Context: an optimization exercise on an open-source flow, tuned for small area and a short achievable clock period. The choices shown serve that exercise and are no tape-out recipe. At most, simulation tests tie the RTL to the original design; equivalence was not proved. Power is estimated from default activity; no workload was simulated.

== rev 12 ==
==> module spawn_rng, before the edit <==
module spawn_rng (
    input  logic                              clk,
    input  logic                              rst_n,
    output logic [1:0]                        right_lo,
    output logic [7:0]                        right_hi,    
    output logic [playfield_pkg::y_bits-1:0]  top,
    output logic [playfield_pkg::y_bits-1:0]  bottom,
    output logic [5:0]                        wait_steps
);
    logic [31:0] lfsr;
    logic [31:0] lfsr_next;
    logic [7:0]  height_rem;      
    logic [7:0]  n_height_byte;
    logic [7:0]  n_height_rem;
    logic [5:0]  width_rem;       
    logic [6:0]  n_t0;
    logic [5:0]  n_width_rem;
    assign lfsr_next = {lfsr[30:0], ^(lfsr & spawn_pkg::lfsr_taps)};
    assign n_height_byte = lfsr_next[15:8];
    assign n_height_rem  = (n_height_byte >= 8'd131) ? n_height_byte - 8'd131 : n_height_byte;
    assign n_t0        = 7'(lfsr_next[5:0]) + 7'(3 * lfsr_next[7:6]);
    assign n_width_rem = (n_t0 >= 7'd61) ? 6'(n_t0 - 7'd61) : 6'(n_t0);
    spawn_shaper shaper (
        .rand_word  (lfsr),
        .height_rem (height_rem),
        .top        (top),
        .bottom     (bottom),
        .wait_steps (wait_steps)
    );
    assign right_lo = width_rem[1:0];
    assign right_hi = 8'd165 + 8'(width_rem[5:2]);
    always_ff @(posedge clk or negedge rst_n) begin
        if (!rst_n) begin
            lfsr <= spawn_pkg::lfsr_seed;
        end else begin
            lfsr <= lfsr_next;
        end
    end
    always_ff @(posedge clk) begin
        height_rem <= n_height_rem;
        width_rem  <= n_width_rem;
    end
endmodule
==> module spawn_shaper, before the edit <==
module spawn_shaper (
    input  spawn_pkg::spawn_rand_u                  rand_word,
    input  logic [7:0]                              height_rem,  
    output logic [playfield_pkg::y_bits-1:0]        top,
    output logic [playfield_pkg::y_bits-1:0]        bottom,
    output logic [5:0]                              wait_steps   
);
    logic [7:0] b2, b3;
    logic [7:0] m1;      
    logic [5:0] eo;      
    logic [1:0] zone;
    assign b2 = rand_word.byte_view.gap;
    assign b3 = rand_word.byte_view.placement;
    assign zone = rand_word.edge_view.zone;
    assign m1 = height_rem;
    assign eo = (b3[5:0] >= 6'd60) ? b3[5:0] - 6'd60 : b3[5:0];
    logic [5:0] gh;
    logic [1:0] gl;
    logic       q1, q2;
    logic [5:0] gk;
    logic       gc;
    assign gh = b2[7:2];
    assign gl = b2[1:0];
    assign q1 = (gh > 6'd25) || (gh == 6'd25 && gl != 2'd0);    
    assign q2 = (gh > 6'd50) || (gh == 6'd50 && gl[1]);        
    always_comb begin
        if (q2) begin
            gk = 6'd34;      
            gc = (gl == 2'd3);
        end else if (q1) begin
            gk = 6'd59;      
            gc = gl[1];
        end else begin
            gk = 6'd20;
            gc = (gl != 2'd0);
        end
    end
    assign wait_steps = gh + gk + 6'(gc);
    logic [7:0] v;
    logic [8:0] a;
    assign v = zone[1] ? b3 : {2'b00, eo};
    assign a = 9'(m1) + 9'(v);
    always_comb begin
        if (zone == spawn_pkg::zone_lower) begin
            top    = 9'd440 - a;
            bottom = 9'd460 - 9'(v);
        end else begin
            top    = 9'd20 + 9'(v);
            bottom = 9'd40 + a;
        end
    end
endmodule
==> flow/config.mk <==
export PLATFORM = sky130hd
export DESIGN_NAME = obstacle_field
export DESIGN_NICKNAME = obstacle_field
export VERILOG_FILES = /design/flow/design.v
export SDC_FILE = /design/flow/constraint.sdc
export NUM_CORES = 4
export LEC_CHECK = 0
export CAP_MARGIN = 20
export CORE_MARGIN = 2
export CORE_UTILIZATION = 60
export CTS_BUF_LIST = sky130_fd_sc_hd__clkbuf_16
export CTS_CLUSTER_DIAMETER = 80
export CTS_CLUSTER_SIZE = 30
export SLEW_MARGIN = 20
==> flow/constraint.sdc <==
create_clock -name core_clock -period 13.0 [get_ports {clk}]
set_input_delay 2.6000 -clock core_clock [delete_from_list [all_inputs] [get_ports {clk}]]
set_output_delay 2.6000 -clock core_clock [all_outputs]
set_load 0.01 [all_outputs]
standard.sh (not shown) runs the stock make flow with config.mk's settings and CLKGATE_MAP_FILE= SYNTH_SCRIPT=/design/flow/synth_recipe.tcl, a recipe that flattens the netlist after the stock synthesis.
==> flow/flow/run.sh <==
#!/bin/bash
# Standard layout, with the smallest buffer on every port, timing repair
# aiming at a shorter period than the constraint asks, and the tie cells of
# the constant outputs paired (one conb_1 drives a HI and a LO port).
set -euo pipefail
export BUFFER_PORTS_ARGS="-buffer_cell sky130_fd_sc_hd__buf_1"
export SETUP_SLACK_MARGIN=8.8
results="$PWD/orfs/results/sky130hd/obstacle_field/base"
bash standard.sh "$results/3_3_place_gp.odb" > standard_place.log 2>&1
TIE_ODB="$results/3_3_place_gp.odb" openroad -no_init -no_splash -exit flow/merge_ties.tcl > merge_ties.log 2>&1
bash standard.sh > standard.log 2>&1
==> flow/flow/merge_ties.tcl <==
# Pair the tie cells that each drive one constant output port: one conb_1 has
# both a HI and a LO pin, so each LO tie cell's port moves to the LO pin of the
# nearest HI tie cell, and the emptied cell is removed.
set odb_file $::env(TIE_ODB)
read_db $odb_file
set block [ord::get_db_block]

proc port_xy {net} {
  set bt [lindex [$net getBTerms] 0]
  set bb [$bt getBBox]
  return [list [expr {([$bb xMin] + [$bb xMax]) / 2}] [expr {([$bb yMin] + [$bb yMax]) / 2}]]
}

set his {}
set los {}
foreach inst [$block getInsts] {
  if {[[$inst getMaster] getName] ne "sky130_fd_sc_hd__conb_1"} { continue }
  set hnet [[$inst findITerm HI] getNet]
  set lnet [[$inst findITerm LO] getNet]
  if {$hnet ne "NULL" && $lnet eq "NULL" && [llength [$hnet getBTerms]] == 1 && [llength [$hnet getITerms]] == 1} {
    lappend his [list $inst [port_xy $hnet]]
  } elseif {$lnet ne "NULL" && $hnet eq "NULL" && [llength [$lnet getBTerms]] == 1 && [llength [$lnet getITerms]] == 1} {
    lappend los [list $inst [port_xy $lnet]]
  }
}
puts "tie cells: [llength $his] HI, [llength $los] LO"

set merged 0
foreach lo $los {
  lassign $lo linst lxy
  set best -1
  set bestd 0
  set i 0
  foreach hi $his {
    lassign $hi hinst hxy
    set d [expr {abs([lindex $hxy 0] - [lindex $lxy 0]) + abs([lindex $hxy 1] - [lindex $lxy 1])}]
    if {$best < 0 || $d < $bestd} { set best $i; set bestd $d }
    incr i
  }
  if {$best < 0} { break }
  set hinst [lindex [lindex $his $best] 0]
  set his [lreplace $his $best $best]
  set it [$linst findITerm LO]
  set net [$it getNet]
  $it disconnect
  [$hinst findITerm LO] connect $net
  odb::dbInst_destroy $linst
  incr merged
  puts "merged [$net getName] at distance [expr {$bestd / 1000.0}] um"
}
puts "merged $merged tie cells"
write_db $odb_file
Here is what was changed in the inputs of rev 13 compared with rev 12.
-- flow/design.v --
<<< rev 12, line 58
    logic [7:0]  n_height_byte;
    logic [7:0]  n_height_rem;
    logic [5:0]  width_rem;       
    logic [6:0]  n_t0;
    logic [5:0]  n_width_rem;
    assign lfsr_next = {lfsr[30:0], ^(lfsr & spawn_pkg::lfsr_taps)};
    assign n_height_byte = lfsr_next[15:8];
    assign n_height_rem  = (n_height_byte >= 8'd131) ? n_height_byte - 8'd131 : n_height_byte;
    assign n_t0        = 7'(lfsr_next[5:0]) + 7'(3 * lfsr_next[7:6]);
    assign n_width_rem = (n_t0 >= 7'd61) ? 6'(n_t0 - 7'd61) : 6'(n_t0);
    spawn_shaper shaper (
        .rand_word  (lfsr),
        .height_rem (height_rem),
        .top        (top),
        .bottom     (bottom),
>>> rev 13, line 58
    logic [7:0]  n_height_byte;
    logic [7:0]  n_height_rem;
    logic [5:0]  width_rem;
    assign lfsr_next = {lfsr[30:0], ^(lfsr & spawn_pkg::lfsr_taps)};
    assign n_height_byte = lfsr_next[15:8];
    assign n_height_rem  = (n_height_byte >= 8'd131) ? n_height_byte - 8'd131 : n_height_byte;
    spawn_shaper shaper (
        .rand_word  (lfsr),
        .height_rem (height_rem),
        .width_rem  (width_rem),
        .top        (top),
        .bottom     (bottom),
<<< rev 12, line 84
    always_ff @(posedge clk) begin
        height_rem <= n_height_rem;
        width_rem  <= n_width_rem;
    end
endmodule
>>> rev 13, line 81
    always_ff @(posedge clk) begin
        height_rem <= n_height_rem;
    end
endmodule
<<< rev 12, line 92
    input  spawn_pkg::spawn_rand_u                  rand_word,
    input  logic [7:0]                              height_rem,  
    output logic [playfield_pkg::y_bits-1:0]        top,
    output logic [playfield_pkg::y_bits-1:0]        bottom,
    output logic [5:0]                              wait_steps   
);
    logic [7:0] b2, b3;
    logic [7:0] m1;      
    logic [5:0] eo;      
    logic [1:0] zone;
    assign b2 = rand_word.byte_view.gap;
    assign b3 = rand_word.byte_view.placement;
    assign zone = rand_word.edge_view.zone;
    assign m1 = height_rem;
    assign eo = (b3[5:0] >= 6'd60) ? b3[5:0] - 6'd60 : b3[5:0];
    logic [5:0] gh;
    logic [1:0] gl;
>>> rev 13, line 88
    input  spawn_pkg::spawn_rand_u                  rand_word,
    input  logic [7:0]                              height_rem,  
    output logic [5:0]                              width_rem,   
    output logic [playfield_pkg::y_bits-1:0]        top,
    output logic [playfield_pkg::y_bits-1:0]        bottom,
    output logic [5:0]                              wait_steps   
);
    logic [7:0] b0, b2, b3;
    logic [6:0] t0;      
    logic [5:0] m0;      
    logic [7:0] m1;      
    logic [5:0] eo;      
    logic [1:0] zone;
    assign b0 = rand_word.byte_view.width;
    assign b2 = rand_word.byte_view.gap;
    assign b3 = rand_word.byte_view.placement;
    assign zone = rand_word.edge_view.zone;
    assign t0 = 7'(b0[5:0]) + 7'(3 * b0[7:6]);
    assign m0 = (t0 >= 7'd61) ? 6'(t0 - 7'd61) : 6'(t0);
    assign m1 = height_rem;
    assign eo = (b3[5:0] >= 6'd60) ? b3[5:0] - 6'd60 : b3[5:0];
    assign width_rem  = m0;
    logic [5:0] gh;
    logic [1:0] gl;
Notes after the runs:
Taking rev 12 as the reference point, the largest net degree at the start of global routing of rev 13 falls by about 40%. Against rev 12 as the reference, rev 13 delivers a lower power per unit of standard cell area. Changes observed in rev 13 relative to rev 12: delay of the slowest cell on the worst path fell by 0.14 ns; proportion of cell area occupied by multi-input gates rose by 0.39 points; combinational power fell by about 4%; mean post-synth cell area stayed essentially flat. From rev 12 to rev 13 the numbers moved as follows: sequential cell count -6; relative slew slack held. Across both runs, fraction of registers with async set or reset after synthesis was higher for rev 13 than for rev 12. Per the comparison of rev 13 with rev 12, proportion of power drawn by combinational gates has decreased; power has decreased; global-route usage has decreased; utilization of the core after routing has increased.
For rev 13, only the layout was checked, not whether the RTL still works.

[port drivers added, routing unchanged]
In the flow no input, the clock included, has a driving cell. The finished layouts below were timed again as built, in two steps.
Step 1, drivers: a clkbuf_16 drives clk and a buf_2 each remaining input, both assumed.
Step 2 times the ports against the registers' clock, not the clock port: input delays grow and output delays shrink by t, the midpoint of the rising clock arrivals with the driver on.
a / b / c = ideal ports / drivers / drivers and shift; a / b = the first two.
run | t (ns) | setup WS [ns] | worst hold slack (ns) | pins driven straight from the clock port
rev 12 | 0.572 | 8.811 / 8.758 / 8.569 | 0.367 / 0.367 / 0.367 | 1
rev 13 | 0.574 | 8.824 / 8.774 / 8.407 | 0.352 / 0.352 / 0.352 | 1
After both steps setup and hold are still met in every run listed. The setup slack of rev 13, which loses most, moves by -0.050 ns with the drivers and by -0.417 ns with both steps.
